Context: an optimization exercise on an open-source flow, tuned for small area, a short achievable clock period and few clock cycles per item. The choices shown serve that exercise and are no tape-out recipe.
At most, simulation tests tie the RTL to the original design; equivalence was not proved.
Function not checked in runs 3 and 4: the RTL went through the layout flow alone.

<file path="flow/margin.txt">
10.6
</file>
<file path="config.mk">
export PLATFORM = sky130hd
export DESIGN_NAME = ifft_core
export DESIGN_NICKNAME = ifft_core
export VERILOG_FILES = /design/flow/design.v
export SDC_FILE = /design/flow/constraint.sdc
export NUM_CORES = 4
export LEC_CHECK = 0
export CAP_MARGIN = 20
export CORE_MARGIN = 2
export CORE_UTILIZATION = 25
export PLACE_DENSITY = 0.45
export SLEW_MARGIN = 20
</file>
<file path="flow/cts_args.txt">
-sink_clustering_enable -repair_clock_nets -dont_use_dummy_load -sink_clustering_size 12 -sink_clustering_max_diameter 80 -buf_list {sky130_fd_sc_hd__clkbuf_4 sky130_fd_sc_hd__clkbuf_16}
</file>
<file path="design.v">
package ifft_pkg;
    localparam int DW = 8;
    localparam int TW = 8;
    function automatic logic [15:0] sx(input logic [7:0] v);
        sx = {{8{v[7]}}, v};
    endfunction
    function automatic logic [15:0] sx9(input logic [8:0] v);
        sx9 = {{7{v[8]}}, v};
    endfunction
    function automatic logic [15:0] rca(input logic [15:0] x, input logic [15:0] y, input logic ci);
        logic c;
        c = ci;
        for (int i = 0; i < 16; i++) begin
            rca[i] = x[i] ^ y[i] ^ c;
            c = (x[i] & y[i]) | (x[i] & c) | (y[i] & c);
        end
    endfunction
    function automatic logic [15:0] fadd(input logic [15:0] x, input logic [15:0] y, input logic ci);
        logic [16:0] t;
        t = {x, 1'b1} + {y, ci};
        fadd = t[16:1];
    endfunction
    function automatic logic [15:0] sum4(input logic [15:0] a, input logic [15:0] b,
                                         input logic [15:0] c, input logic [15:0] d,
                                         input logic i1, input logic i2, input logic i3);
        logic [15:0] s1, c1, s2, c2;
        s1 = a ^ b ^ c;
        c1 = {((a[14:0] & b[14:0]) | (a[14:0] & c[14:0]) | (b[14:0] & c[14:0])), i1};
        s2 = s1 ^ c1 ^ d;
        c2 = {((s1[14:0] & c1[14:0]) | (s1[14:0] & d[14:0]) | (c1[14:0] & d[14:0])), i2};
        sum4 = fadd(s2, c2, i3);
    endfunction
endpackage
module ifft_tw2a (
    input  logic [7:0] b_re,
    input  logic [7:0] b_im,
    input  logic       mul,
    output logic [9:0] va,
    output logic [9:0] vb
);
    logic [15:0] br, bi, d, s;
    always_comb begin
        br = ifft_pkg::sx(b_re);
        bi = ifft_pkg::sx(b_im);
        d  = ifft_pkg::fadd(br, ~bi, 1'b1);
        s  = ifft_pkg::fadd(br, bi, 1'b0);
        va = mul ? d[9:0] : br[9:0];
        vb = mul ? s[9:0] : bi[9:0];
    end
endmodule
module ifft_tw2b (
    input  logic [9:0] va,
    input  logic [9:0] vb,
    input  logic       half,
    input  logic       kq,
    input  logic       kr,
    output logic [8:0] u_re,
    output logic [8:0] u_im,
    output logic       neg,
    output logic       cz
);
    logic [15:0] a, b, x, y;
    logic        mul, sw;
    always_comb begin
        a  = {{6{va[9]}}, va};
        b  = {{6{vb[9]}}, vb};
        x  = ifft_pkg::sum4(a << 5, a << 3, a << 2, a, 1'b0, 1'b0, 1'b0);
        y  = ifft_pkg::sum4(b << 5, b << 3, b << 2, b, 1'b0, 1'b0, 1'b0);
        mul = half && kr;
        sw  = half && kq;
        u_re = ({9{!sw && !mul}} & a[8:0]) | ({9{!sw && mul}} & x[14:6])
             | ({9{sw && !mul}} & b[8:0])  | ({9{sw && mul}} & y[14:6]);
        u_im = ({9{!sw && !mul}} & b[8:0]) | ({9{!sw && mul}} & y[14:6])
             | ({9{sw && !mul}} & a[8:0])  | ({9{sw && mul}} & x[14:6]);
        neg  = sw;
        cz   = sw && mul && (y[5:0] != 6'd0);
    end
endmodule
module ifft_tw3a (
    input  logic [7:0] b_re,
    input  logic [7:0] b_im,
    output logic [8:0] r5,
    output logic [8:0] i5
);
    logic [15:0] br, bi, r, i;
    always_comb begin
        br = ifft_pkg::sx(b_re);
        bi = ifft_pkg::sx(b_im);
        r  = ifft_pkg::fadd(br << 2, br, 1'b0);
        i  = ifft_pkg::fadd(bi << 2, bi, 1'b0);
        r5 = r[10:2];
        i5 = i[10:2];
    end
endmodule
module ifft_tw3b (
    input  logic       [7:0] b_re,
    input  logic       [7:0] b_im,
    input  logic       [8:0] b5_re,
    input  logic       [8:0] b5_im,
    input  logic             half,
    input  logic       [2:0] k,
    output logic       [8:0] u_re,
    output logic       [8:0] u_im,
    output logic             neg,
    output logic             cz
);
    logic [15:0] br, bi, r5, i5, x, y;
    logic        pass, rot, mul, r1, r2, r3, sw;
    logic [15:0] x1, x2, x3, x4, y1, y2, y3, y4;
    always_comb begin
        br = ifft_pkg::sx(b_re);
        bi = ifft_pkg::sx(b_im);
        r5 = {{5{b5_re[8]}}, b5_re, b_re[1:0]};
        i5 = {{5{b5_im[8]}}, b5_im, b_im[1:0]};
        r1 = (k[1:0] == 2'd1);
        r2 = (k[1:0] == 2'd2);
        r3 = (k[1:0] == 2'd3);
        x1 = r2 ? (r5 << 3) : (br << 6);
        x2 = r2 ? r5 : ~r5;
        x3 = (r2 ? (i5 << 3) : (bi << 4)) ^ {16{!r3}};
        x4 = (r2 ? i5 : (bi << 3)) ^ {16{!r3}};
        x  = ifft_pkg::sum4(x1, x2, x3, x4, !r2, !r3, !r3);
        y1 = r2 ? (r5 << 3) : (br << 4);
        y2 = r2 ? r5 : (br << 3);
        y3 = (r2 ? (i5 << 3) : (bi << 6)) ^ {16{r3}};
        y4 = r1 ? ~i5 : i5;
        y  = ifft_pkg::sum4(y1, y2, y3, y4, 1'b0, r3, r1);
        sw = r3 ^ k[2];
        pass = !half || (k == 3'd0);
        rot  = half && (k == 3'd4);
        mul  = half && (k[1:0] != 2'd0);
        u_re = ({9{pass}} & br[8:0]) | ({9{rot}} & bi[8:0])
             | ({9{mul && !sw}} & x[14:6]) | ({9{mul && sw}} & y[14:6]);
        u_im = ({9{pass}} & bi[8:0]) | ({9{rot}} & br[8:0])
             | ({9{mul && !sw}} & y[14:6]) | ({9{mul && sw}} & x[14:6]);
        neg  = rot | (mul & k[2]);
        cz   = mul && k[2] && ((sw ? y[5:0] : x[5:0]) != 6'd0);
    end
endmodule
module ifft_butterfly (
    input  logic [7:0] a_re,
    input  logic [7:0] a_im,
    input  logic [8:0] u_re,
    input  logic [8:0] u_im,
    input  logic       neg,
    input  logic       cz,
    output logic [7:0] y0_re,
    output logic [7:0] y0_im,
    output logic [7:0] y1_re,
    output logic [7:0] y1_im
);
    function automatic logic [7:0] sat9(input logic [8:0] v);
        if (v[8] != v[7]) sat9 = v[8] ? 8'h80 : 8'h7f;
        else              sat9 = v[7:0];
    endfunction
    logic [15:0] s_re, s_im, d_re, d_im;
    logic [7:0]  p_re, m_re;
    always_comb begin
        s_re  = ifft_pkg::fadd(ifft_pkg::sx(a_re), ifft_pkg::sx9(u_re), cz);
        d_re  = ifft_pkg::fadd(ifft_pkg::sx(a_re), ~(ifft_pkg::sx9(u_re)), !cz);
        s_im  = ifft_pkg::fadd(ifft_pkg::sx(a_im), ifft_pkg::sx9(u_im), 1'b0);
        d_im  = ifft_pkg::fadd(ifft_pkg::sx(a_im), ~(ifft_pkg::sx9(u_im)), 1'b1);
        p_re  = sat9(s_re[9:1]);
        m_re  = sat9(d_re[9:1]);
        y0_re = neg ? m_re : p_re;
        y1_re = neg ? p_re : m_re;
        y0_im = sat9(s_im[9:1]);
        y1_im = sat9(d_im[9:1]);
    end
endmodule
module ifft_core #(
    parameter int N     = 16,
    parameter int LOG2N = 4,
    parameter int DW    = 8,
    parameter int TW    = 8
) (
    input  logic          clk,
    input  logic          rst,
    input  logic          in_valid,
    output logic          in_ready,
    input  logic [DW-1:0] in_re,
    input  logic [DW-1:0] in_im,
    output logic          out_valid,
    input  logic          out_ready,
    output logic [DW-1:0] out_re,
    output logic [DW-1:0] out_im,
    output logic          out_last,
    output logic          busy
);
    localparam int C_X03  = 0;    
    localparam int C_S0   = 1;    
    localparam int C_X12  = 2;    
    localparam int C_S1   = 3;    
    localparam int C_K1   = 4;    
    localparam int C_MA2  = 5;    
    localparam int C_H2   = 6;    
    localparam int C_KQ2  = 7;    
    localparam int C_KR2  = 8;    
    localparam int C_S2   = 9;    
    localparam int C_H3   = 10;   
    localparam int C_K3   = 11;   
    localparam int C_S3   = 14;   
    localparam int C_OLST = 15;   
    localparam int C_OSEL = 16;   
    localparam int NC     = 17;
    function automatic logic [NC-1:0] ctl(input logic [3:0] n);
        logic [3:0] t0, m12, t1, t2a, t2m, t2, t3m, t3;
        t0  = n - 4'd7;
        m12 = n - 4'd9;
        t1  = n - 4'd11;
        t2a = n - 4'd14;
        t2m = n - 4'd15;
        t2  = n - 4'd16;
        t3m = n - 4'd22;
        t3  = n - 4'd23;
        ctl = '0;
        ctl[C_X03] = n[3] & ~n[0];
        ctl[C_S0]  = t0[0];
        ctl[C_X12] = m12[2] & ~m12[1];
        ctl[C_S1]  = t1[1];
        ctl[C_K1]  = t1[0];
        ctl[C_MA2] = t2a[2] & t2a[0];
        ctl[C_H2]  = t2m[2];
        ctl[C_KQ2] = t2m[1];
        ctl[C_KR2] = t2m[0];
        ctl[C_S2]  = t2[2];
        ctl[C_H3]  = t3m[3];
        ctl[C_K3 +: 3] = t3m[2:0];
        ctl[C_S3]  = t3[3];
        ctl[C_OLST] = (n == 4'd14);
        ctl[C_OSEL] = (n == 4'd0) || (n >= 4'd15);
    endfunction
    logic          adv_q, in_ready_q, busy_q;
    logic [3:0]    icnt_q, acnt_q;
    logic          ph_q, f0_q, f1_q, f2_q;
    logic          iv_q, hv_q, sv_q;
    logic [1:0]    nowed_q;
    logic [NC-1:0] c_q;
    logic          adv_d, in_ready_d, busy_d;
    logic [3:0]    icnt_d, acnt_d;
    logic          ph_d, f0_d, f1_d, f2_d;
    logic          iv_d, hv_d, sv_d;
    logic [1:0]    nowed_d;
    logic          accept, ir_take, out_real, ohs, wr, h_en, s_from_p;
    always_comb begin
        accept  = in_valid && in_ready_q;
        ohs     = hv_q && out_ready;
        ir_take = adv_q && ((icnt_q == 4'd0) ? iv_q : !ph_q);
        out_real = c_q[C_OSEL] ? f1_q : f2_q;
        wr       = adv_q && out_real;
        iv_d   = accept || (iv_q && !ir_take);
        icnt_d = icnt_q + 4'(adv_q);
        ph_d   = ph_q;
        f0_d   = f0_q;
        f1_d   = f1_q;
        f2_d   = f2_q;
        if (adv_q && (icnt_q == 4'd0)) begin
            ph_d = !iv_q;
            f0_d = iv_q;
            f1_d = f0_q;
            f2_d = f1_q;
        end
        h_en     = !hv_q || out_ready;
        s_from_p = !sv_q && wr && hv_q && !out_ready;
        sv_d     = sv_q ? !h_en : s_from_p;
        hv_d     = h_en ? (sv_q || wr) : 1'b1;
        acnt_d  = acnt_q + 4'(accept);
        nowed_d = nowed_q + 2'(accept && (acnt_q == 4'd15)) - 2'(ohs && out_last);
        busy_d  = (nowed_d != 2'd0);
        adv_d = !sv_d && ((icnt_d == 4'd0) ? (iv_d || f0_d || f1_d) : (ph_d || iv_d));
        in_ready_d = !iv_d || (!sv_d && ((icnt_d == 4'd0) || !ph_d));
    end
    always_ff @(posedge clk or negedge rst) begin
        if (!rst) begin
            adv_q      <= 1'b0;
            in_ready_q <= 1'b1;
            busy_q     <= 1'b0;
            icnt_q     <= '0;
            acnt_q     <= '0;
            ph_q       <= 1'b0;
            f0_q       <= 1'b0;
            f1_q       <= 1'b0;
            f2_q       <= 1'b0;
            iv_q       <= 1'b0;
            hv_q       <= 1'b0;
            sv_q       <= 1'b0;
            nowed_q    <= '0;
            c_q        <= ctl(4'd0);
        end else begin
            adv_q      <= adv_d;
            in_ready_q <= in_ready_d;
            busy_q     <= busy_d;
            icnt_q     <= icnt_d;
            acnt_q     <= acnt_d;
            ph_q       <= ph_d;
            f0_q       <= f0_d;
            f1_q       <= f1_d;
            f2_q       <= f2_d;
            iv_q       <= iv_d;
            hv_q       <= hv_d;
            sv_q       <= sv_d;
            nowed_q    <= nowed_d;
            if (adv_q) c_q <= ctl(icnt_q + 4'd1);
        end
    end
    logic [7:0] ir_re, ir_im;
    always_ff @(posedge clk) begin
        if (accept) begin
            ir_re <= in_re;
            ir_im <= in_im;
        end
    end
    logic [7:0] dx03_re [7];
    logic [7:0] dx03_im [7];
    logic [7:0] x03_re, x03_im;
    assign x03_re = c_q[C_X03] ? ir_re : dx03_re[6];
    assign x03_im = c_q[C_X03] ? ir_im : dx03_im[6];
    always_ff @(posedge clk) begin
        if (adv_q) begin
            dx03_re[0] <= c_q[C_X03] ? dx03_re[6] : ir_re;
            dx03_im[0] <= c_q[C_X03] ? dx03_im[6] : ir_im;
            for (int i = 1; i < 7; i++) begin
                dx03_re[i] <= dx03_re[i-1];
                dx03_im[i] <= dx03_im[i-1];
            end
        end
    end
    logic [7:0]  dl0_re, dl0_im, r0_re, r0_im;
    logic [15:0] s0_re, s0_im, d0_re, d0_im;
    always_comb begin
        s0_re = ifft_pkg::rca(ifft_pkg::sx(dl0_re), ifft_pkg::sx(x03_re), 1'b0);
        s0_im = ifft_pkg::rca(ifft_pkg::sx(dl0_im), ifft_pkg::sx(x03_im), 1'b0);
        d0_re = ifft_pkg::rca(ifft_pkg::sx(dl0_re), ~(ifft_pkg::sx(x03_re)), 1'b1);
        d0_im = ifft_pkg::rca(ifft_pkg::sx(dl0_im), ~(ifft_pkg::sx(x03_im)), 1'b1);
    end
    always_ff @(posedge clk) begin
        if (adv_q) begin
            if (c_q[C_S0]) begin
                r0_re  <= s0_re[8:1];
                r0_im  <= s0_im[8:1];
                dl0_re <= d0_re[8:1];
                dl0_im <= d0_im[8:1];
            end else begin
                r0_re  <= dl0_re;
                r0_im  <= dl0_im;
                dl0_re <= x03_re;
                dl0_im <= x03_im;
            end
        end
    end
    logic [7:0] dx12_re [2];
    logic [7:0] dx12_im [2];
    logic [7:0] x12_re, x12_im;
    assign x12_re = c_q[C_X12] ? r0_re : dx12_re[1];
    assign x12_im = c_q[C_X12] ? r0_im : dx12_im[1];
    always_ff @(posedge clk) begin
        if (adv_q) begin
            dx12_re[0] <= c_q[C_X12] ? dx12_re[1] : r0_re;
            dx12_im[0] <= c_q[C_X12] ? dx12_im[1] : r0_im;
            dx12_re[1] <= dx12_re[0];
            dx12_im[1] <= dx12_im[0];
        end
    end
    logic [7:0]  dl1_re [2];
    logic [7:0]  dl1_im [2];
    logic [7:0]  y1_re, y1_im, r1_re, r1_im;
    logic [15:0] s1_re, s1_im, d1_re, d1_im;
    always_comb begin
        y1_re = c_q[C_K1] ? x12_im : x12_re;
        y1_im = c_q[C_K1] ? x12_re : x12_im;
        s1_re = ifft_pkg::fadd(ifft_pkg::sx(dl1_re[1]), ifft_pkg::sx(y1_re), 1'b0);
        s1_im = ifft_pkg::fadd(ifft_pkg::sx(dl1_im[1]), ifft_pkg::sx(y1_im), 1'b0);
        d1_re = ifft_pkg::fadd(ifft_pkg::sx(dl1_re[1]), ~(ifft_pkg::sx(y1_re)), 1'b1);
        d1_im = ifft_pkg::fadd(ifft_pkg::sx(dl1_im[1]), ~(ifft_pkg::sx(y1_im)), 1'b1);
    end
    always_ff @(posedge clk) begin
        if (adv_q) begin
            dl1_re[1] <= dl1_re[0];
            dl1_im[1] <= dl1_im[0];
            if (c_q[C_S1]) begin
                r1_re     <= c_q[C_K1] ? d1_re[8:1] : s1_re[8:1];
                r1_im     <= s1_im[8:1];
                dl1_re[0] <= c_q[C_K1] ? s1_re[8:1] : d1_re[8:1];
                dl1_im[0] <= d1_im[8:1];
            end else begin
                r1_re     <= dl1_re[1];
                r1_im     <= dl1_im[1];
                dl1_re[0] <= x12_re;
                dl1_im[0] <= x12_im;
            end
        end
    end
    logic [9:0] v2a, v2b, n2a, n2b;
    ifft_tw2a u_tw2a (
        .b_re (r1_re),
        .b_im (r1_im),
        .mul  (c_q[C_MA2]),
        .va   (v2a),
        .vb   (v2b)
    );
    always_ff @(posedge clk) begin
        if (adv_q) begin
            n2a <= v2a;
            n2b <= v2b;
        end
    end
    logic [8:0] w2_re, w2_im, m2_re, m2_im;
    logic       w2_neg, w2_cz, m2_neg, m2_cz;
    ifft_tw2b u_tw2b (
        .va   (n2a),
        .vb   (n2b),
        .half (c_q[C_H2]),
        .kq   (c_q[C_KQ2]),
        .kr   (c_q[C_KR2]),
        .u_re (w2_re),
        .u_im (w2_im),
        .neg  (w2_neg),
        .cz   (w2_cz)
    );
    always_ff @(posedge clk) begin
        if (adv_q) begin
            m2_re  <= w2_re;
            m2_im  <= w2_im;
            m2_neg <= w2_neg;
            m2_cz  <= w2_cz;
        end
    end
    logic [7:0] dl2_re [4];
    logic [7:0] dl2_im [4];
    logic [7:0] a2_re, a2_im, b2_re, b2_im, r2_re, r2_im;
    ifft_butterfly u_bf2 (
        .a_re  (dl2_re[3]),
        .a_im  (dl2_im[3]),
        .u_re  (m2_re),
        .u_im  (m2_im),
        .neg   (m2_neg),
        .cz    (m2_cz),
        .y0_re (a2_re),
        .y0_im (a2_im),
        .y1_re (b2_re),
        .y1_im (b2_im)
    );
    always_ff @(posedge clk) begin
        if (adv_q) begin
            for (int i = 1; i < 4; i++) begin
                dl2_re[i] <= dl2_re[i-1];
                dl2_im[i] <= dl2_im[i-1];
            end
            if (c_q[C_S2]) begin
                r2_re     <= a2_re;
                r2_im     <= a2_im;
                dl2_re[0] <= b2_re;
                dl2_im[0] <= b2_im;
            end else begin
                r2_re     <= dl2_re[3];
                r2_im     <= dl2_im[3];
                dl2_re[0] <= m2_re[7:0];
                dl2_im[0] <= m2_im[7:0];
            end
        end
    end
    logic [8:0] v3_re5, v3_im5, n3_re5, n3_im5;
    logic [7:0] n3_re, n3_im;
    ifft_tw3a u_tw3a (
        .b_re (r2_re),
        .b_im (r2_im),
        .r5   (v3_re5),
        .i5   (v3_im5)
    );
    always_ff @(posedge clk) begin
        if (adv_q) begin
            n3_re  <= r2_re;
            n3_im  <= r2_im;
            n3_re5 <= v3_re5;
            n3_im5 <= v3_im5;
        end
    end
    logic [8:0] w3_re, w3_im, m3_re, m3_im;
    logic       w3_neg, w3_cz, m3_neg, m3_cz;
    ifft_tw3b u_tw3b (
        .b_re  (n3_re),
        .b_im  (n3_im),
        .b5_re (n3_re5),
        .b5_im (n3_im5),
        .half  (c_q[C_H3]),
        .k     (c_q[C_K3 +: 3]),
        .u_re  (w3_re),
        .u_im  (w3_im),
        .neg   (w3_neg),
        .cz    (w3_cz)
    );
    always_ff @(posedge clk) begin
        if (adv_q) begin
            m3_re  <= w3_re;
            m3_im  <= w3_im;
            m3_neg <= w3_neg;
            m3_cz  <= w3_cz;
        end
    end
    logic [7:0] dl3_re [8];
    logic [7:0] dl3_im [8];
    logic [7:0] a3_re, a3_im, b3_re, b3_im, o3_re, o3_im;
    ifft_butterfly u_bf3 (
        .a_re  (dl3_re[7]),
        .a_im  (dl3_im[7]),
        .u_re  (m3_re),
        .u_im  (m3_im),
        .neg   (m3_neg),
        .cz    (m3_cz),
        .y0_re (a3_re),
        .y0_im (a3_im),
        .y1_re (b3_re),
        .y1_im (b3_im)
    );
    assign o3_re = c_q[C_S3] ? a3_re : dl3_re[7];
    assign o3_im = c_q[C_S3] ? a3_im : dl3_im[7];
    always_ff @(posedge clk) begin
        if (adv_q) begin
            for (int i = 1; i < 8; i++) begin
                dl3_re[i] <= dl3_re[i-1];
                dl3_im[i] <= dl3_im[i-1];
            end
            dl3_re[0] <= c_q[C_S3] ? b3_re : m3_re[7:0];
            dl3_im[0] <= c_q[C_S3] ? b3_im : m3_im[7:0];
        end
    end
    logic [7:0] h_re, h_im, s_re, s_im;
    logic       h_last, s_last;
    always_ff @(posedge clk) begin
        if (h_en) begin
            h_re   <= sv_q ? s_re : o3_re;
            h_im   <= sv_q ? s_im : o3_im;
            h_last <= sv_q ? s_last : c_q[C_OLST];
        end
        if (s_from_p) begin
            s_re   <= o3_re;
            s_im   <= o3_im;
            s_last <= c_q[C_OLST];
        end
    end
    assign in_ready  = in_ready_q;
    assign busy      = busy_q;
    assign out_valid = hv_q;
    assign out_last  = h_last;
    assign out_re    = h_re;
    assign out_im    = h_im;
endmodule
</file>
<file path="flow/run.sh">
#!/bin/bash
# Standard layout, with timing repair asked to leave SETUP_SLACK_MARGIN ns of
# setup slack at the design's clock (so it works towards a shorter period),
# and a clock tree of smaller buffers without dummy balancing loads.
# The synthesis is the standard one, unchanged. Each step's output goes to a log here.
set -euo pipefail
MARGIN=$(cat flow/margin.txt)
CTS="$(cat flow/cts_args.txt)"
bash standard.sh synth > synth.log 2>&1
bash standard.sh SETUP_SLACK_MARGIN="$MARGIN" CTS_ARGS="$CTS" finish > layout.log 2>&1
</file>
<file path="standard.sh">
#!/bin/bash
# synth_recipe.tcl (not shown) runs the flow's synth.tcl, then flattens the netlist and writes it again
# the make line also repeats each setting of config.mk as NAME=value (left out here)
make -C /OpenROAD-flow-scripts/flow DESIGN_CONFIG=/design/flow/config.mk WORK_HOME=/design/flow/orfs CLKGATE_MAP_FILE= SYNTH_SCRIPT=/design/flow/synth_recipe.tcl "${@:-finish}"
</file>
<file path="constraint.sdc">
create_clock -name core_clock -period 15.0 [get_ports {clk}]
set_input_delay 3.0000 -clock core_clock [delete_from_list [all_inputs] [get_ports {clk}]]
set_output_delay 3.0000 -clock core_clock [all_outputs]
set_load 0.01 [all_outputs]
</file>
==> summary.txt, run 1 <==
outcome=finished clean; area added between synthesis and finish=14.4%; WL per Instance=16.1 um; pre-CTS setup slack=9.74 ns; Clk pin slew, worst setup/hold paths=0.06 ns; drt first pass iters=5; Die Wd=373 um; Num CTS Buffers=60; Clk Latency, worst-skew pair=0.68 ns; Core Region=135,000 um^2; first-pass GRT wire length=120,000 um; share of cells above drive strength 1=11.9%; Nets=3,230; vias in the first global route=21,005; Max Cap Viol=0; clock buffer depth=3; post-synth top area cell=edfxtp_1; H-tree levels=2; Synth Area per Inst=12.1 um^2; hpwl dp=52,200 um; hold crit path type=flip-flop to flip-flop; synth cell count leaders=edfxtp_1, inv_1, ha_1; Final Setup Violations=0; crit path kind=flip-flop to flip-flop; Sink Count=607; most common cell in the netlist=edfxtp_1; syn nets=3,166; Critical Path AT=4.82 ns; register area share after synthesis=53.0%; top post-synthesis cells by area=edfxtp_1, ha_1, fa_1; placed insts=4,552; die area=139,000 um^2; Worst Tran Pin Value=1.21 ns; CP startpoint kind=flip-flop; clock root buffer=clkbuf_16; ys async rst share=5.60%; ant diodes=0; GP Congestion=0.823; CTS tree=built; final period utilization=30.1%; initial antenna violation count=1; CP endpoint kind=flip-flop; Port Buffers=39; Rel. slew slack=19.6%; global route total overflow=0; min Tclk post-route=4.51 ns; Worst path slowest cell=dfstp_2; Yosys Warn Count=29; Gate Count Post-Synth=2,814; clock skew=0.0989 ns; largest net degree at the start of global routing=196; Total GRT Usage=10.7%; vias per cell=4.46; Max FO, Critical Path=8; Vias=20,756; unrepaired setup endpoints after global routing=true; Cell Rows=135; critical-path cell list=nor2b_4 > buf_6 > buf_16 > a21oi_4 > fa_1 > fa_1 > inv_2 > ha_4 > and2_4 > buf_4 > a221oi_4 > a31oi_2 > a41o_1 > o41ai_4 > buf_4 > xor2_2 > o221ai_1; Crit path required time=15.31 ns; Die H=373 um; DRT Wirelength=74,900 um; CP peak stage delay=0.56 ns; #FFs+latches synth=607; Synth top area share=50.4%; num ports=40; Fmax achieved=0.222 GHz; Final WS setup=10.49 ns; final hold violation count=0; Post-Syn Area=34,100 um^2; fin cells=4,657; starting density of the core=25.2%; Synth cell types=79; max-slew violation count=0; DR iter-0 viols=1,220; Post-synth EDFFs=573; Top FF cell, synth=edfxtp_1; post-route ant nets=0; Remaining DRCs=0; total negative slack=0 ns
==> worst max-delay path: cells and delay by family, from the launching register on <==
family	cells	cell delay, ns
and+or+nand+nor	2	0.41
xor gates and xnor gates	1	0.18
AOI/OAI and AO/OA	6	1.18
adders and majority gates	3	1.24
DFF	1	0.56
buffers and inverters	5	0.65
==> sequential cells by signal (all words and copies together), names as in the netlist, 10 cells and up <==
register,flops
dl3_re,64
dl2_re,32
dx03_re,56
dx12_im,16
dl2_im,32
n2a,10
dl1_im,16
dx12_re,16
c_q,14
dl3_im,64
dl1_re,16
dx03_im,56
==> final timing paths <==
path | start | end | slack (ns) | depth (start not counted)
max | c_q[12] | m3_re[6] | 10.49 | 17
min | dl2_re[1][1] | dl2_re[2][1] | 0.35 | 0
max reg2reg | c_q[12] | m3_re[6] | 10.49 | 17
min reg2reg | dl2_re[1][1] | dl2_re[2][1] | 0.35 | 0
max in group asynchronous | rst | adv_q | 11.82 | 1
min in group asynchronous | rst | c_q[0] | 2.44 | 1
==> what timing repair did <==
action                     CTS  global route
gates resized for setup     85            39
gates cloned                 5             0
buffers inserted            29            11
setup endpoints to repair   60            23
pin swaps                   37            16
hold buffers                 0             0
==> placed cells by master (no fill, tap or decap), types with 36 or more instances in the layout <==
cell type,Yosys,routed
edfxtp_1,573,573
inv_1,270,265
ha_1,217,206
nor2_1,201,198
a21oi_1,198,185
o21ai_0,157,151
nand2_1,144,141
xnor2_1,119,118
fa_1,115,99
mux2_2,95,91
clkbuf_16,0,60
xor2_1,48,45
buf_4,0,45
nor2b_1,47,43
a21o_1,36,36
nor3_1,38,36
==> final cells by class <==
class | count | area [um^2]
Timing Repair Buffer | 104 | 1080
Tap cell | 1781 | 2230
Clock buffer | 60 | 1500
Sequential cell | 607 | 18100
Multi-Input combinational cell | 1833 | 15100
Inverter | 272 | 1020
Fill cell | 13908 | 96400
==> metal layers <==
metal / global-route usage [%] / up-vias / share of wire (%) / wire (um)
met5: 0 / - / 0.017 / 13
met4: 2.60 / 2 / 1.9 / 1450
li1: - / 10205 / - / -
met3: 1.61 / 93 / 3.2 / 2430
met1: 14.8 / 10183 / 48 / 36200
met2: 17.4 / 273 / 46 / 34800
==> stage by stage <==
| step | instance area, um^2 | util (%) | hold WS (ns) |
|---|---|---|---|
| CTS | 38800 | 28.6 | 0.359 |
| detailed placement | 36600 | 27.0 | 0.405 |
| floorplan | 34300 | - | 0.400 |
| global route | 39000 | 28.8 | 0.363 |
| finish | 39000 | 28.8 | 0.352 |
| global placement | 36600 | 27.0 | 0.400 |
==> logic make-up (layout without fill, tap and decap cells) <==
group / count (synthesis) / in the layout / share of synthesized area, %
and+or+nand+nor: 544 / 544 / 7.25
xor gates and xnor gates: 167 / 167 / 4.29
AOI/OAI and AO/OA: 657 / 657 / 12.3
muxes: 131 / 131 / 4.27
adders and majority gates: 334 / 334 / 14.8
buffers and inverters: 374 / 436 / 4.16
DFF: 607 / 607 / 53.0
Testbench counts, summed over its fixed seeds: cycles 4,360, frames 256.
==> inputs of run 2 (changes only) <==
==> flow/cts_args.txt (replaced) <==
-sink_clustering_enable -repair_clock_nets -dont_use_dummy_load -sink_clustering_size 10 -sink_clustering_max_diameter 60 -buf_list sky130_fd_sc_hd__clkbuf_4
==> summary.txt, run 2 <==
outcome=finished clean; buffers and inverters on the worst path=1 (-4); Max Cap Viol=0 (unchanged); met1 usage=14.7% (-0.015 points); initial antenna violation count=3 (+2); Crit. Startpoint=in_ready_q; Nets=3,251 (+0.65%); Worst Tran Pin Value=1.18 ns (-0.0236 ns); Synth Area per Inst=12.1 um^2 (unchanged); post-synth top area cell=edfxtp_1; CTS Hold Bufs=0 (unchanged); Global Route met3 Usage=2.19% (+0.58 points); area added between synthesis and finish=12.0%; gr busiest metal=met2; met2 Resource Use GR=17.5% (+0.028 points); Final Setup Violations=0 (unchanged); CTS tree=built; Hold Path Depth=0 (unchanged); vias per cell=4.45 (-0.15%); die area=139,000 um^2 (unchanged); first-pass GRT wire length=121,000 um (+0.61%); Vias=20,841 (+0.41%); top post-synthesis cells by area=edfxtp_1, ha_1, fa_1; ys async rst share=5.60% (unchanged); clock skew=0.161 ns (+0.0623 ns); Post-synth EDFFs=573 (unchanged); DRT Wirelength=75,100 um (+0.22%); hold crit path type=flip-flop to flip-flop; CP delay by family, top=flip-flops; Total GRT Usage=10.8% (+0.15 points); Cell Rows=135 (unchanged); Post-Syn Area=34,100 um^2 (unchanged); min Tclk post-route=4.67 ns (+0.158 ns); #FFs+latches synth=607 (unchanged); WL per Instance=16.0 um (-0.34%); max-slew violation count=0 (unchanged); Rel. slew slack=21.1% (+1.6 points); Yosys Warn Count=29 (unchanged); Top FF cell, synth=edfxtp_1; register area share after synthesis=53.0% (unchanged); Sink Count=607 (unchanged); clock buffer depth=3 (unchanged); Fmax achieved=0.214 GHz (-3.4%); total negative slack=0 ns (unchanged); H-tree levels=3 (+1); CP Depth=1 (-16); Fin Hold WS=0.308 ns (-0.0436 ns); CP startpoint kind=flip-flop; Worst path slowest cell=dfstp_2; most common cell after layout, fill and taps aside=edfxtp_1; Clk pin slew, worst setup/hold paths=0.11 ns (+0.05 ns); Synth top area share=50.4% (unchanged); CP peak stage delay=0.62 ns (+0.06 ns); critical-path cell list=buf_6; Worst R2R Start=c_q[12]; drt first pass iters=5 (unchanged); starting density of the core=25.2% (unchanged); Gate Count Post-Synth=2,814 (unchanged); CP endpoint kind=primary output; syn nets=3,166 (unchanged); Remaining DRCs=0 (unchanged); Core Region=135,000 um^2 (unchanged); largest registers=dl3_im: 64 flops, dl3_re: 64 flops; final hold violation count=0 (unchanged); clock root buffer=clkbuf_4; Die Wd=373 um (unchanged); synth cell count leaders=edfxtp_1, inv_1, ha_1; post-route ant nets=0 (unchanged); Critical Path AT=1.67 ns (-3.15 ns); Clk Latency, worst-skew pair=1.00 ns (+0.32 ns); Synth cell types=79 (unchanged); Port Buffers=39 (unchanged); hpwl dp=52,200 um (unchanged); r2r worst-path depth=16 (-1); most common cell in the netlist=edfxtp_1; Max FO, Critical Path=2 (-6); global route total overflow=0 (unchanged); Die H=373 um (unchanged); share of cells above drive strength 1=13.6% (+1.7 points); largest net degree at the start of global routing=196 (unchanged); GP Congestion=0.823 (unchanged); final period utilization=31.1% (+1.1 points); most frequent cells in the layout=edfxtp_1, inv_1, ha_1; DR iter-0 viols=1,265 (+3.7%); unrepaired setup endpoints after global routing=true; vias in the first global route=21,162 (+0.75%); crit path kind=flip-flop to primary output; Crit path required time=12.00 ns (-3.31 ns); num ports=40 (unchanged); Num CTS Buffers=81 (+35%); min-delay src=dl2_re[0][0]
run 2: cell counts after synthesis:
No cell type changed its count.
run 2: cell families after synthesis:
logic type	after synthesis	share of synthesized area, %
buffers and inverters	374	4.16
DFF	607	53.0
and+or+nand+nor	544	7.25
xor gates and xnor gates	167	4.29
adders and majority gates	334	14.8
muxes	131	4.27
AOI/OAI and AO/OA	657	12.3
run 2: what timing repair did:
item                                   4_1_cts  5_1_grt
pin swaps                                   38       27
endpoints found under the hold margin        0        0
gates resized for setup                    158       40
gates cloned                                 5        0
setup buffers                               29       11
setup endpoints to repair                   47       46
run 2: path summary, 6_finish.rpt:
kind                                     end  slack [ns]
worst max-delay path                in_ready       10.33
worst min-delay path            dl2_re[1][0]        0.31
worst max register to register      m3_re[7]       10.46
worst min register to register  dl2_re[1][0]        0.31
max in group asynchronous              adv_q       12.12
min in group asynchronous            c_q[13]        2.12
run 2: through the flow:
| stage | cells | setup slack, ns | instance area (um^2) | utilization [%] |
|---|---|---|---|---|
| finish | 4683 | 10.33 | 38200 | 28.2 |
| global route | 4683 | 10.15 | 38200 | 28.2 |
| CTS | 4667 | 10.15 | 37900 | 28.0 |
| detailed placement | 4552 | 9.74 | 36600 | 27.0 |
| global placement | 4552 | 9.73 | 36600 | 27.0 |
| floorplan | 2814 | 9.74 | 34300 | - |
run 2: layout make-up:
| type | count | area [um^2] |
|---|---|---|
| fillers | 14004 | 97300 |
| flip-flops and latches | 607 | 18100 |
| multi-input cells | 1833 | 15200 |
| well taps | 1781 | 2230 |
| repair buffers | 104 | 1050 |
| inverters | 272 | 1020 |
| clock buffers | 81 | 608 |
| diodes | 5 | 12.5 |
run 2: routing by layer:
layer | up-vias | wire [um] | part of all wire [%]
met5 | - | 0 | 0
met4 | 0 | 1600 | 2.1
met1 | 10184 | 36000 | 48
met2 | 276 | 34800 | 46
met3 | 107 | 2670 | 3.6
li1 | 10274 | - | -
==> inputs of run 3 (changes only) <==
--- a/design.v
+++ b/design.v
@@ -231,5 +231,5 @@
         ctl[C_OSEL] = (n == 4'd0) || (n >= 4'd15);
     endfunction
-    logic          adv_q, in_ready_q, busy_q;
+    logic          adv_q, in_ready_n_q, busy_q;
     logic [3:0]    icnt_q, acnt_q;
     logic          ph_q, f0_q, f1_q, f2_q;
@@ -238,5 +238,5 @@
     logic [NC-1:0] c_q;
     logic          adv_d, in_ready_d, busy_d;
-    logic [3:0]    icnt_d, acnt_d;
+    logic [3:0]    icnt_d;
     logic          ph_d, f0_d, f1_d, f2_d;
     logic          iv_d, hv_d, sv_d;
@@ -244,5 +244,5 @@
     logic          accept, ir_take, out_real, ohs, wr, h_en, s_from_p;
     always_comb begin
-        accept  = in_valid && in_ready_q;
+        accept  = in_valid && !in_ready_n_q;
         ohs     = hv_q && out_ready;
         ir_take = adv_q && ((icnt_q == 4'd0) ? iv_q : !ph_q);
@@ -265,5 +265,4 @@
         sv_d     = sv_q ? !h_en : s_from_p;
         hv_d     = h_en ? (sv_q || wr) : 1'b1;
-        acnt_d  = acnt_q + 4'(accept);
         nowed_d = nowed_q + 2'(accept && (acnt_q == 4'd15)) - 2'(ohs && out_last);
         busy_d  = (nowed_d != 2'd0);
@@ -274,8 +273,7 @@
         if (!rst) begin
             adv_q      <= 1'b0;
-            in_ready_q <= 1'b1;
+            in_ready_n_q <= 1'b0;
             busy_q     <= 1'b0;
             icnt_q     <= '0;
-            acnt_q     <= '0;
             ph_q       <= 1'b0;
             f0_q       <= 1'b0;
@@ -289,8 +287,7 @@
         end else begin
             adv_q      <= adv_d;
-            in_ready_q <= in_ready_d;
+            in_ready_n_q <= !in_ready_d;
             busy_q     <= busy_d;
             icnt_q     <= icnt_d;
-            acnt_q     <= acnt_d;
             ph_q       <= ph_d;
             f0_q       <= f0_d;
@@ -304,4 +301,11 @@
         end
     end
+    always_ff @(posedge clk or negedge rst) begin
+        if (!rst) begin
+            acnt_q <= '0;
+        end else if (accept) begin
+            acnt_q <= acnt_q + 4'd1;
+        end
+    end
     logic [7:0] ir_re, ir_im;
     always_ff @(posedge clk) begin
@@ -539,5 +543,5 @@
         end
     end
-    assign in_ready  = in_ready_q;
+    assign in_ready  = !in_ready_n_q;
     assign busy      = busy_q;
     assign out_valid = hv_q;
==> flow/cts_args.txt (replaced) <==
-sink_clustering_enable -repair_clock_nets -dont_use_dummy_load -sink_clustering_size 24 -buf_list sky130_fd_sc_hd__clkbuf_8
==> summary.txt, run 3 <==
r2r setup slk=10.49 ns (+0.03 ns); critical-path cell list=inv_8 > nor2_4 > buf_4 > buf_6 > nor2b_1 > a21o_1 > inv_1 > fa_1 > fa_1 > inv_1 > ha_4 > and3_4 > nand2_1 > a21oi_4 > o41ai_4 > o21ai_2 > a2111o_1 > nand3_1 > a221o_1; Remaining DRCs=0 (unchanged); post-synth top area cell=edfxtp_1; Top FF cell, synth=edfxtp_1; total negative slack=0 ns (unchanged); Vias=21,339 (+2.4%); Die Wd=375 um (+0.44%); Final Setup Violations=0 (unchanged); Max FO, Critical Path=5 (+3); Yosys Warn Count=29 (unchanged); Clk Latency, worst-skew pair=0.82 ns (-0.18 ns); Synth cell types=95 (+20%); Worst Tran Pin Value=1.04 ns (-0.146 ns); GP Congestion=0.828 (+0.61%); Critical Path AT=5.09 ns (+3.42 ns); top post-synthesis cells by area=edfxtp_1, ha_1, fa_1; Port Buffers=39 (unchanged); num ports=40 (unchanged); Rel. slew slack=30.9% (+9.7 points); WL per Instance=16.4 um (+2.1%); Die H=375 um (+0.44%); share of cells above drive strength 1=14.9% (+1.3 points); Sink Count=607 (unchanged); crit path kind=flip-flop to flip-flop; drt first pass iters=6 (+1); synth cell count leaders=edfxtp_1, inv_1, ha_1; unrepaired setup endpoints after global routing=true; Fin Hold WS=0.302 ns (-0.00582 ns); Clk pin slew, worst setup/hold paths=0.06 ns (-0.05 ns); initial antenna violation count=2 (-1); Worst R2R End=m3_re[8]; vias per cell=4.50 (+1.2%); CP startpoint kind=flip-flop; CP peak stage delay=0.67 ns (+0.05 ns); Synth Area per Inst=12.2 um^2 (+0.49%); clock root buffer=clkbuf_8; Nets=3,293 (+1.3%); Cell Rows=136 (+0.74%); most common cell in the netlist=edfxtp_1; register area share after synthesis=52.5% (-0.47 points); largest registers=dl3_im: 64 flops, dl3_re: 64 flops; Post-Syn Area=34,400 um^2 (+0.88%); final period utilization=30.1% (-1.1 points); Total GRT Usage=11.0% (+0.19 points); clock buffer depth=3 (unchanged); die area=141,000 um^2 (+0.87%); min-delay src=dx03_im[4][2]; syn nets=3,175 (+0.28%); largest net degree at the start of global routing=183 (-6.6%); r2r worst-path depth=19 (+3); CP endpoint kind=flip-flop; Core Region=137,000 um^2 (+1.1%); Hold Path Depth=0 (unchanged); clock skew=0.136 ns (-0.0253 ns); H-tree levels=3 (unchanged); DRT Wirelength=77,500 um (+3.3%); CTS Hold Bufs=0 (unchanged); #FFs+latches synth=607 (unchanged); Synth top area share=50.0% (-0.44 points); most frequent cells in the layout=edfxtp_1, inv_1, ha_1; Num CTS Buffers=105 (+30%); most common cell after layout, fill and taps aside=edfxtp_1; starting density of the core=25.1% (-0.059 points); Worst path slowest cell=dfstp_4; ys async rst share=5.60% (unchanged); area added between synthesis and finish=14.1%; vias in the first global route=21,403 (+1.1%); outcome=finished clean; min Tclk post-route=4.51 ns (-0.159 ns); final hold violation count=0 (unchanged); Gate Count Post-Synth=2,825 (+0.39%); CTS tree=built; Crit path required time=15.58 ns (+3.58 ns); post-route ant nets=0 (unchanged); Post-synth EDFFs=573 (unchanged); Max Cap Viol=0 (unchanged); hold crit path type=flip-flop to flip-flop; global route total overflow=0 (unchanged); first-pass GRT wire length=123,000 um (+1.7%); Hold EP=dx03_im[5][2]; hpwl dp=53,600 um (+2.8%); max-slew violation count=0 (unchanged); Fmax achieved=0.222 GHz (+3.5%); DR iter-0 viols=1,306 (+3.2%); Worst R2R Start=c_q[12]
==> run 3: cell count changes in the layout (fill, tap and decap cells not counted), sizes merged, moves of 10 or more <==
cell    change
a211oi     -11
xnor2      +10
clkbuf     +25
xor2       -13
or3        +12
a22o       +15
o21ai      +13
a21o       -14
nor2       -13
inv        -13
==> run 3: critical path: cells and delay by family, from the launching register on <==
kind                       cells  cell delay, ns
AOI/OAI and AO/OA              6            1.44
DFF                            1            0.67
buffers and inverters          5            0.44
and+or+nand+nor                5            0.57
adders and majority gates      3            1.14
==> run 3: worst max-delay path by stage <==
| stage | endpoint | start | cells past startpoint |
|---|---|---|---|
| global route | m3_re[8] | c_q[12] | 18 |
| finish | m3_re[8] | c_q[12] | 19 |
| detailed placement | m3_re[7] | c_q[12] | 16 |
| floorplan | adv_q | adv_q | 6 |
| global placement | m3_re[7] | c_q[12] | 16 |
| CTS | in_ready | in_ready_n_q | 2 |
==> run 3: timing repair <==
item                                   CTS  global route
pin swaps                               20            18
endpoints found under the hold margin    0             0
setup endpoints to repair               51            40
gates resized for setup                152            47
buffers inserted                        36            13
cloned                                   2             1
==> run 3: layer usage <==
metal | global-route usage (%) | vias to the layer above | part of all wire (%)
li1 | - | 10434 | -
met4 | 3.85 | 0 | 2.6
met5 | 0 | - | 0
met3 | 1.97 | 141 | 3.7
met2 | 17.8 | 351 | 46
met1 | 14.8 | 10413 | 48
==> run 3: cells by family after synthesis <==
| family | count (synthesis) | share of synthesized area (%) |
|---|---|---|
| adder cells (fa/ha/maj) | 335 | 14.7 |
| XOR/XNOR | 164 | 4.17 |
| AO/OA/AOI/OAI | 688 | 13.0 |
| buffers and inverters | 359 | 4.00 |
| flip-flops | 607 | 52.5 |
| multiplexers | 130 | 4.25 |
| AND/OR/NAND/NOR | 542 | 7.39 |
==> run 3: layout make-up <==
type,count,area (um^2)
Fill cell,13959,97700
Sequential cell,607,18100
Multi-Input combinational cell,1862,15500
Tap cell,1794,2240
Clock buffer,105,1450
Timing Repair Buffer,111,991
Inverter,256,976
Antenna cell,2,5.00
==> run 3: metrics by stage <==
stage	utilization [%]	cell area, um^2	std cells	worst slack [ns]
floorplan	-	34600	2825	9.46
global placement	27.0	36900	4576	9.23
detailed placement	27.0	36900	4576	9.13
CTS	28.4	38900	4719	10.45
global route	28.7	39300	4737	10.34
finish	28.7	39300	4737	10.49
==> inputs of run 4 (changes only) <==
--- a/design.v
+++ b/design.v
@@ -21,4 +21,11 @@
         fadd = t[16:1];
     endfunction
+    function automatic logic [15:0] csel(input logic [15:0] x, input logic [15:0] y, input logic ci);
+        logic [15:0] lo, h0, h1;
+        lo   = rca({11'd0, x[4:0]}, {11'd0, y[4:0]}, ci);
+        h0   = rca({5'd0, x[15:5]}, {5'd0, y[15:5]}, 1'b0);
+        h1   = rca({5'd0, x[15:5]}, {5'd0, y[15:5]}, 1'b1);
+        csel = {lo[5] ? h1[10:0] : h0[10:0], lo[4:0]};
+    endfunction
     function automatic logic [15:0] sum4(input logic [15:0] a, input logic [15:0] b,
                                          input logic [15:0] c, input logic [15:0] d,
@@ -43,6 +50,6 @@
         br = ifft_pkg::sx(b_re);
         bi = ifft_pkg::sx(b_im);
-        d  = ifft_pkg::fadd(br, ~bi, 1'b1);
-        s  = ifft_pkg::fadd(br, bi, 1'b0);
+        d  = ifft_pkg::csel(br, ~bi, 1'b1);
+        s  = ifft_pkg::csel(br, bi, 1'b0);
         va = mul ? d[9:0] : br[9:0];
         vb = mul ? s[9:0] : bi[9:0];
@@ -87,6 +94,6 @@
         br = ifft_pkg::sx(b_re);
         bi = ifft_pkg::sx(b_im);
-        r  = ifft_pkg::fadd(br << 2, br, 1'b0);
-        i  = ifft_pkg::fadd(bi << 2, bi, 1'b0);
+        r  = ifft_pkg::csel(br << 2, br, 1'b0);
+        i  = ifft_pkg::csel(bi << 2, bi, 1'b0);
         r5 = r[10:2];
         i5 = i[10:2];
@@ -157,8 +164,8 @@
     logic [7:0]  p_re, m_re;
     always_comb begin
-        s_re  = ifft_pkg::fadd(ifft_pkg::sx(a_re), ifft_pkg::sx9(u_re), cz);
-        d_re  = ifft_pkg::fadd(ifft_pkg::sx(a_re), ~(ifft_pkg::sx9(u_re)), !cz);
-        s_im  = ifft_pkg::fadd(ifft_pkg::sx(a_im), ifft_pkg::sx9(u_im), 1'b0);
-        d_im  = ifft_pkg::fadd(ifft_pkg::sx(a_im), ~(ifft_pkg::sx9(u_im)), 1'b1);
+        s_re  = ifft_pkg::csel(ifft_pkg::sx(a_re), ifft_pkg::sx9(u_re), cz);
+        d_re  = ifft_pkg::csel(ifft_pkg::sx(a_re), ~(ifft_pkg::sx9(u_re)), !cz);
+        s_im  = ifft_pkg::csel(ifft_pkg::sx(a_im), ifft_pkg::sx9(u_im), 1'b0);
+        d_im  = ifft_pkg::csel(ifft_pkg::sx(a_im), ~(ifft_pkg::sx9(u_im)), 1'b1);
         p_re  = sat9(s_re[9:1]);
         m_re  = sat9(d_re[9:1]);
@@ -231,5 +238,5 @@
         ctl[C_OSEL] = (n == 4'd0) || (n >= 4'd15);
     endfunction
-    logic          adv_q, in_ready_n_q, busy_q;
+    logic          adv_q, in_ready_q, busy_q;
     logic [3:0]    icnt_q, acnt_q;
     logic          ph_q, f0_q, f1_q, f2_q;
@@ -238,5 +245,5 @@
     logic [NC-1:0] c_q;
     logic          adv_d, in_ready_d, busy_d;
-    logic [3:0]    icnt_d;
+    logic [3:0]    icnt_d, acnt_d;
     logic          ph_d, f0_d, f1_d, f2_d;
     logic          iv_d, hv_d, sv_d;
@@ -244,5 +251,5 @@
     logic          accept, ir_take, out_real, ohs, wr, h_en, s_from_p;
     always_comb begin
-        accept  = in_valid && !in_ready_n_q;
+        accept  = in_valid && in_ready_q;
         ohs     = hv_q && out_ready;
         ir_take = adv_q && ((icnt_q == 4'd0) ? iv_q : !ph_q);
@@ -265,4 +272,5 @@
         sv_d     = sv_q ? !h_en : s_from_p;
         hv_d     = h_en ? (sv_q || wr) : 1'b1;
+        acnt_d  = acnt_q + 4'(accept);
         nowed_d = nowed_q + 2'(accept && (acnt_q == 4'd15)) - 2'(ohs && out_last);
         busy_d  = (nowed_d != 2'd0);
@@ -273,7 +281,8 @@
         if (!rst) begin
             adv_q      <= 1'b0;
-            in_ready_n_q <= 1'b0;
+            in_ready_q <= 1'b1;
             busy_q     <= 1'b0;
             icnt_q     <= '0;
+            acnt_q     <= '0;
             ph_q       <= 1'b0;
             f0_q       <= 1'b0;
@@ -287,7 +296,8 @@
         end else begin
             adv_q      <= adv_d;
-            in_ready_n_q <= !in_ready_d;
+            in_ready_q <= in_ready_d;
             busy_q     <= busy_d;
             icnt_q     <= icnt_d;
+            acnt_q     <= acnt_d;
             ph_q       <= ph_d;
             f0_q       <= f0_d;
@@ -301,11 +311,4 @@
         end
     end
-    always_ff @(posedge clk or negedge rst) begin
-        if (!rst) begin
-            acnt_q <= '0;
-        end else if (accept) begin
-            acnt_q <= acnt_q + 4'd1;
-        end
-    end
     logic [7:0] ir_re, ir_im;
     always_ff @(posedge clk) begin
@@ -543,5 +546,5 @@
         end
     end
-    assign in_ready  = !in_ready_n_q;
+    assign in_ready  = in_ready_q;
     assign busy      = busy_q;
     assign out_valid = hv_q;
==> summary.txt, run 4 <==
CP peak stage delay=0.63 ns (-0.04 ns); Post-synth EDFFs=576 (+0.52%); CP Depth=16 (-3); starting density of the core=25.2% (+0.092 points); first-pass GRT wire length=115,000 um (-6.8%); synth cell count leaders=edfxtp_1, nor2_1, inv_1; DRT Wirelength=72,700 um (-6.3%); critical-path cell list=clkinvlp_4 > nor2_4 > buf_6 > buf_16 > ha_4 > fa_1 > fa_1 > ha_4 > a21o_1 > a21oi_4 > buf_6 > a311oi_1 > or3_4 > o41ai_4 > xnor2_2 > o221ai_1; Synth cell types=89 (-6.3%); Final WS setup=10.56 ns (+0.0688 ns); CP delay by family, top=adder cells; Final Setup Violations=0 (unchanged); total negative slack=0 ns (unchanged); Die Wd=371 um (-1.0%); unrepaired setup endpoints after global routing=true; Synth Area per Inst=12.6 um^2 (+3.5%); final hold violation count=0 (unchanged); vias in the first global route=19,947 (-6.8%); Nets=3,149 (-4.4%); initial antenna violation count=4 (+2); post-synth top area cell=edfxtp_1; CP endpoint kind=flip-flop; register area share after synthesis=53.9% (+1.4 points); area added between synthesis and finish=14.7%; Critical Path AT=4.89 ns (-0.20 ns); min Tclk post-route=4.44 ns (-0.0688 ns); crit path kind=flip-flop to flip-flop; max-slew violation count=0 (unchanged); r2r worst-path depth=16 (-3); WL per Instance=15.9 um (-2.6%); Core Region=134,000 um^2 (-2.4%); hold crit path type=flip-flop to flip-flop; post-route ant nets=0 (unchanged); Worst R2R Start=c_q[12]; Yosys Warn Count=29 (unchanged); Gate Count Post-Synth=2,673 (-5.4%); die area=138,000 um^2 (-2.1%); Critical Path End=m3_im[8]; pre-CTS setup slack=9.73 ns (+0.602 ns); most frequent cells in the layout=edfxtp_1, nor2_1, inv_1; Max FO, Critical Path=5 (unchanged); num ports=40 (unchanged); most common cell in the netlist=edfxtp_1; clock root buffer=clkbuf_8; clock skew=0.0760 ns (-0.0599 ns); CP startpoint kind=flip-flop; Crit path required time=15.45 ns (-0.13 ns); final period utilization=29.6% (-0.46 points); drt first pass iters=5 (-1); Worst R2R End=m3_im[8]; Port Buffers=39 (unchanged); vias per cell=4.37 (-3.0%); DR iter-0 viols=1,054 (-19%); Vias=19,924 (-6.6%); global route total overflow=0 (unchanged); outcome=finished clean; most common cell after layout, fill and taps aside=edfxtp_1; Top FF cell, synth=edfxtp_1; H-tree levels=3 (unchanged); Synth top area share=51.3% (+1.3 points); Cell Rows=134 (-1.5%); fin cells=4,559 (-3.8%); largest registers=dl3_im: 64 flops, dl3_re: 64 flops; Post-Syn Area=33,700 um^2 (-2.1%); Hold Path Depth=0 (unchanged); r2r setup slk=10.56 ns (+0.07 ns); Rel. slew slack=34.9% (+4.1 points); Total GRT Usage=10.6% (-0.43 points); largest net degree at the start of global routing=157 (-14%); hpwl dp=49,400 um (-7.9%); Max Cap Viol=0 (unchanged); Worst Tran Pin Value=0.973 ns (-0.0644 ns); ys async rst share=5.57% (-0.028 points); Die H=371 um (-1.0%); Num CTS Buffers=101 (-3.8%); Fmax achieved=0.225 GHz (+1.6%); Sink Count=610 (+0.49%); clock buffer depth=3 (unchanged); Remaining DRCs=0 (unchanged); CTS Hold Bufs=0 (unchanged); placed insts=4,407 (-3.7%); Clk Latency, worst-skew pair=0.74 ns (-0.08 ns); buffers and inverters on the worst path=4 (-1); Crit. Startpoint=c_q[12]; GP Congestion=0.794 (-4.1%); syn nets=3,030 (-4.6%); Worst path slowest cell=dfstp_4; share of cells above drive strength 1=15.5% (+0.66 points); #FFs+latches synth=610 (+0.49%); top post-synthesis cells by area=edfxtp_1, fa_1, ha_1; Clk pin slew, worst setup/hold paths=0.07 ns (about the same); CTS tree=built
==> run 4: cell types whose count changed after synthesis, moves of 13 or more <==
cell / previous run / this run
o211ai_1: 8 / 22
xnor2_1: 129 / 97
or3_1: 18 / 5
ha_1: 215 / 181
nor2_1: 184 / 220
xor2_1: 35 / 48
nor3_1: 33 / 15
a22o_1: 20 / 6
inv_1: 253 / 217
o21ai_0: 161 / 123
fa_1: 115 / 156
nor2b_1: 46 / 28
clkbuf_1: 82 / 68
o21bai_1: 36 / 15
==> run 4: worst min-delay path by stage <==
stage	from	end	slack [ns]
2_1_floorplan	dl1_im[0][0]	dl1_im[1][0]	0.40
3_3_place_gp	dl1_im[0][4]	dl1_im[1][4]	0.40
3_5_place_dp	dl2_im[0][6]	dl2_im[1][6]	0.40
4_1_cts	dl3_im[1][4]	dl3_im[2][4]	0.39
5_1_grt	dx03_im[2][1]	dx03_im[3][1]	0.40
6_report	dx12_im[0][2]	dx12_im[1][2]	0.39
==> run 4: cell families after synthesis <==
group / share of synthesized area, %
xor+xnor: 3.77
fa+ha+maj: 16.0
buf+inv: 3.52
compound gates: 10.9
simple gates: 7.33
flops: 53.9
mux: 4.60
==> run 4: final cells by class <==
cell class,count,area [um^2]
multi-input cells,1751,15000
diodes,1,2.50
repair buffers,109,1030
clock buffers,101,1390
inverters,219,826
well taps,1768,2210
flip-flops and latches,610,18200
fillers,13649,95000
==> run 4: worst register-to-register path, stage by stage, from the launching register on <==
cell	delay (ns)
dfstp_4	0.63
clkinvlp_4	0.10
nor2_4	0.17
buf_6	0.16
buf_16	0.13
ha_4	0.16
fa_1	0.41
fa_1	0.56
ha_4	0.21
a21o_1	0.18
a21oi_4	0.18
buf_6	0.11
a311oi_1	0.08
or3_4	0.40
o41ai_4	0.34
xnor2_2	0.19
o221ai_1	0.14
==> run 4: what timing repair did <==
| item | in CTS | in global routing |
|---|---|---|
| pin swaps | 26 | 30 |
| resized for setup | 124 | 85 |
| buffers inserted | 28 | 16 |
| setup endpoints to repair | 97 | 76 |
| gates cloned | 3 | 2 |
==> run 4: layer usage <==
| layer | vias to the layer above | GRT usage, % | routed length (um) |
|---|---|---|---|
| met5 | - | 0 | 0 |
| li1 | 9795 | - | - |
| met2 | 287 | 17.4 | 34700 |
| met1 | 9723 | 13.9 | 33400 |
| met3 | 119 | 2.27 | 2600 |
| met4 | 0 | 3.20 | 1970 |
==> run 4: metrics by stage <==
step / cell area [um^2] / hold WS, ns / utilization, %
floorplan: 33800 / 0.400 / -
global placement: 36200 / 0.400 / 27.1
detailed placement: 36200 / 0.405 / 27.1
CTS: 38100 / 0.386 / 28.5
global route: 38600 / 0.405 / 28.9
finish: 38600 / 0.392 / 28.9
==> inputs of run 5 (changes only) <==
--- a/design.v
+++ b/design.v
@@ -21,11 +21,4 @@
         fadd = t[16:1];
     endfunction
-    function automatic logic [15:0] csel(input logic [15:0] x, input logic [15:0] y, input logic ci);
-        logic [15:0] lo, h0, h1;
-        lo   = rca({11'd0, x[4:0]}, {11'd0, y[4:0]}, ci);
-        h0   = rca({5'd0, x[15:5]}, {5'd0, y[15:5]}, 1'b0);
-        h1   = rca({5'd0, x[15:5]}, {5'd0, y[15:5]}, 1'b1);
-        csel = {lo[5] ? h1[10:0] : h0[10:0], lo[4:0]};
-    endfunction
     function automatic logic [15:0] sum4(input logic [15:0] a, input logic [15:0] b,
                                          input logic [15:0] c, input logic [15:0] d,
@@ -50,6 +43,6 @@
         br = ifft_pkg::sx(b_re);
         bi = ifft_pkg::sx(b_im);
-        d  = ifft_pkg::csel(br, ~bi, 1'b1);
-        s  = ifft_pkg::csel(br, bi, 1'b0);
+        d  = ifft_pkg::fadd(br, ~bi, 1'b1);
+        s  = ifft_pkg::fadd(br, bi, 1'b0);
         va = mul ? d[9:0] : br[9:0];
         vb = mul ? s[9:0] : bi[9:0];
@@ -94,6 +87,6 @@
         br = ifft_pkg::sx(b_re);
         bi = ifft_pkg::sx(b_im);
-        r  = ifft_pkg::csel(br << 2, br, 1'b0);
-        i  = ifft_pkg::csel(bi << 2, bi, 1'b0);
+        r  = ifft_pkg::fadd(br << 2, br, 1'b0);
+        i  = ifft_pkg::fadd(bi << 2, bi, 1'b0);
         r5 = r[10:2];
         i5 = i[10:2];
@@ -164,8 +157,8 @@
     logic [7:0]  p_re, m_re;
     always_comb begin
-        s_re  = ifft_pkg::csel(ifft_pkg::sx(a_re), ifft_pkg::sx9(u_re), cz);
-        d_re  = ifft_pkg::csel(ifft_pkg::sx(a_re), ~(ifft_pkg::sx9(u_re)), !cz);
-        s_im  = ifft_pkg::csel(ifft_pkg::sx(a_im), ifft_pkg::sx9(u_im), 1'b0);
-        d_im  = ifft_pkg::csel(ifft_pkg::sx(a_im), ~(ifft_pkg::sx9(u_im)), 1'b1);
+        s_re  = ifft_pkg::fadd(ifft_pkg::sx(a_re), ifft_pkg::sx9(u_re), cz);
+        d_re  = ifft_pkg::fadd(ifft_pkg::sx(a_re), ~(ifft_pkg::sx9(u_re)), !cz);
+        s_im  = ifft_pkg::fadd(ifft_pkg::sx(a_im), ifft_pkg::sx9(u_im), 1'b0);
+        d_im  = ifft_pkg::fadd(ifft_pkg::sx(a_im), ~(ifft_pkg::sx9(u_im)), 1'b1);
         p_re  = sat9(s_re[9:1]);
         m_re  = sat9(d_re[9:1]);
==> flow/run.sh (replaced) <==
#!/bin/bash
# Standard layout. Placement runs with the standard settings; clock tree
# synthesis and global routing then run with timing repair asked to leave
# SETUP_SLACK_MARGIN ns of setup slack at the design's clock (so it works
# towards a shorter period), and a clock tree of smaller buffers without dummy
# balancing loads. The synthesis is the standard one, unchanged.
# Each step's output goes to a log file here.
set -euo pipefail
MARGIN=$(cat flow/margin.txt)
CTS="$(cat flow/cts_args.txt)"
bash standard.sh synth > synth.log 2>&1
bash standard.sh place > place.log 2>&1
bash standard.sh SETUP_SLACK_MARGIN="$MARGIN" CTS_ARGS="$CTS" finish > layout.log 2>&1
==> summary.txt, run 5 <==
Worst Tran Pin Value=1.04 ns (+0.0721 ns); Core Region=135,000 um^2 (+1.4%); clock skew=0.129 ns (+0.0534 ns); Top FF cell, synth=edfxtp_1; H-tree levels=3 (unchanged); DP Area=36,500 um^2 (+0.94%); initial antenna violation count=2 (-2); most frequent cells in the layout=edfxtp_1, inv_1, ha_1; Yosys Warn Count=29 (unchanged); min Tclk post-route=4.60 ns (+0.161 ns); Num CTS Buffers=106 (+5.0%); area added between synthesis and finish=14.2%; Die Wd=373 um (+0.62%); area of the multi-input gates=15,100 um^2 (+0.72%); drt first pass iters=5 (unchanged); DRT Wirelength=76,500 um (+5.2%); max-slew violation count=0 (unchanged); most common cell in the netlist=edfxtp_1; Post-Syn Area=34,100 um^2 (+1.2%); final core utilization=28.8% (-0.16 points); global route total overflow=0 (unchanged); Critical Path AT=5.04 ns (+0.15 ns); Total GRT Usage=10.9% (+0.35 points); largest registers=dl3_im: 64 flops, dl3_re: 64 flops; post-synth top area cell=edfxtp_1; vias in the first global route=21,245 (+6.5%); clock buffer depth=3 (unchanged); Gate Count Post-Synth=2,814 (+5.3%); Max FO, Critical Path=6 (+1); GP Congestion=0.821 (+3.4%); clock root buffer=clkbuf_8; Port Buffers=39 (unchanged); post-route ant nets=0 (unchanged); total negative slack=0 ns (unchanged); synth cell count leaders=edfxtp_1, inv_1, ha_1; ys async rst share=5.60% (+0.028 points); hold crit path type=flip-flop to flip-flop; WL per Instance=16.2 um (+1.8%); hpwl dp=51,800 um (+5.0%); Die H=373 um (+0.62%); Clk pin slew, worst setup/hold paths=0.05 ns (-0.02 ns); Design Area, Final=39,000 um^2 (+0.81%); Fmax achieved=0.217 GHz (-3.5%); #FFs+latches synth=607 (-0.49%); unrepaired setup endpoints after global routing=true; Rel. slew slack=30.4% (-4.6 points); Nets=3,279 (+4.1%); register area share after synthesis=53.0% (-0.93 points); die area=139,000 um^2 (+1.2%); Register Area=18,100 um^2 (-0.51%); final period utilization=30.7% (+1.1 points); crit path kind=flip-flop to flip-flop; Clk Latency, worst-skew pair=0.82 ns (+0.08 ns); starting density of the core=25.2% (-0.032 points); num ports=40 (unchanged); CP startpoint kind=flip-flop; outcome=finished clean; Fin Hold WS=0.301 ns (-0.0911 ns); most common cell after layout, fill and taps aside=edfxtp_1; top post-synthesis cells by area=edfxtp_1, ha_1, fa_1; Cell Rows=135 (+0.75%); first-pass GRT wire length=122,000 um (+6.1%); largest net degree at the start of global routing=180 (+15%); Crit path required time=15.43 ns (-0.02 ns); Synth Area per Inst=12.1 um^2 (-3.8%); syn nets=3,166 (+4.5%); CTS tree=built; Remaining DRCs=0 (unchanged); Post-synth EDFFs=573 (-0.52%); Sink Count=607 (-0.49%); CP endpoint kind=flip-flop; final hold violation count=0 (unchanged); Max Cap Viol=0 (unchanged); Vias=21,140 (+6.1%); share of cells above drive strength 1=14.2% (-1.4 points); Synth cell types=79 (-11%); DR iter-0 viols=1,159 (+10%); vias per cell=4.49 (+2.7%); # fillers=13,947 (+2.2%); Synth top area share=50.4% (-0.90 points); Final Setup Violations=0 (unchanged)
[run 5: logic make-up after synthesis]
group | share of synthesized area, %
compound gates | 12.3
flops | 53.0
simple gates | 7.25
buf+inv | 4.16
fa+ha+maj | 14.8
xor+xnor | 4.29
mux | 4.27
[run 5: final timing paths]
kind                               startpoint            end  slack (ns)  cells past startpoint
worst max-delay path                  c_q[12]       m3_im[7]       10.40                     18
worst min-delay path            dx03_im[5][0]  dx03_im[6][0]        0.30                      0
worst max register to register        c_q[12]       m3_im[7]       10.40                     18
worst min register to register  dx03_im[5][0]  dx03_im[6][0]        0.30                      0
max in group asynchronous                 rst           f2_q       11.97                      1
min in group asynchronous                 rst      acnt_q[1]        2.33                      1
[run 5: routing by layer]
metal | part of all wire [%] | GRT usage [%] | vias up
met1 | 47 | 14.7 | 10310
met4 | 2.5 | 3.41 | 0
met3 | 3.8 | 2.21 | 135
li1 | - | - | 10314
met5 | 0 | 0 | -
met2 | 47 | 17.6 | 381
[run 5: worst max-delay path: stages (launching register included)]
cell and delay, ns:
dfstp_4 0.64, nor2b_4 0.19, buf_12 0.14, buf_8 0.12, nor2b_4 0.04, a21oi_2 0.14
fa_1 0.45, fa_1 0.51, inv_2 0.05, ha_4 0.22, buf_12 0.13, a221o_1 0.32
o21ai_2 0.18, a21oi_2 0.08, o211ai_1 0.19, nand3b_1 0.17, a221oi_2 0.29, xor2_1 0.23
o221ai_1 0.14
[run 5: area by class of cell]
type | instances | area share, %
multi-input cells | 1833 | 38.8
flip-flops and latches | 607 | 46.4
diodes | 5 | 0.0321
well taps | 1781 | 5.72
repair buffers | 107 | 2.65
inverters | 272 | 2.62
clock buffers | 106 | 3.75
[run 5: repair_timing]
item	in CTS	in global routing
cloned	4	0
gates resized for setup	178	23
setup endpoints to repair	52	27
hold buffers	0	0
buffers inserted	35	6
pin swaps	48	31
[run 5: through the flow]
step | worst slack, ns | cells
after floorplan | 1.52 | 2814
after global placement | 9.40 | 4555
after detailed placement | 9.37 | 4555
after CTS | 10.40 | 4700
after global routing | 10.23 | 4711
final | 10.40 | 4711
Testbench counts of run 5, summed over its fixed seeds: cycles 4,360, frames 256.

afterwards: timing with drivers on the ports:
Ports are ideal in the flow. The routed layouts listed here were re-timed in OpenROAD. Step 1, drivers: a clkbuf_16 drives clk and a buf_2 each remaining input, both assumed. Step 2 adds t to the input delays and takes it off the output delays; t is the mean of the earliest and latest rising clock arrival at the registers after step 1. Input paths then give back, and output paths get back, about the clock's delay inside the block. Three values: no drivers, after step 1, after step 2; two values: the first two.
run | t, ns | setup slack, ns | worst register clock-pin slew, ns
run 1 | 0.701 | 10.489 / 10.489 / 10.074 | 0.07 / 0.07
run 2 | 0.985 | 10.331 / 10.266 / 9.771 | 0.13 / 0.13
run 3 | 0.822 | 10.489 / 10.489 / 9.998 | 0.06 / 0.06
run 4 | 0.769 | 10.558 / 10.547 / 10.125 | 0.07 / 0.07
run 5 | 0.821 | 10.397 / 10.397 / 9.873 | 0.06 / 0.06
After both steps setup and hold are still met in every run listed. For run 2, which loses most, drivers alone change the setup slack by -0.065 ns; drivers and shift together by -0.560 ns.
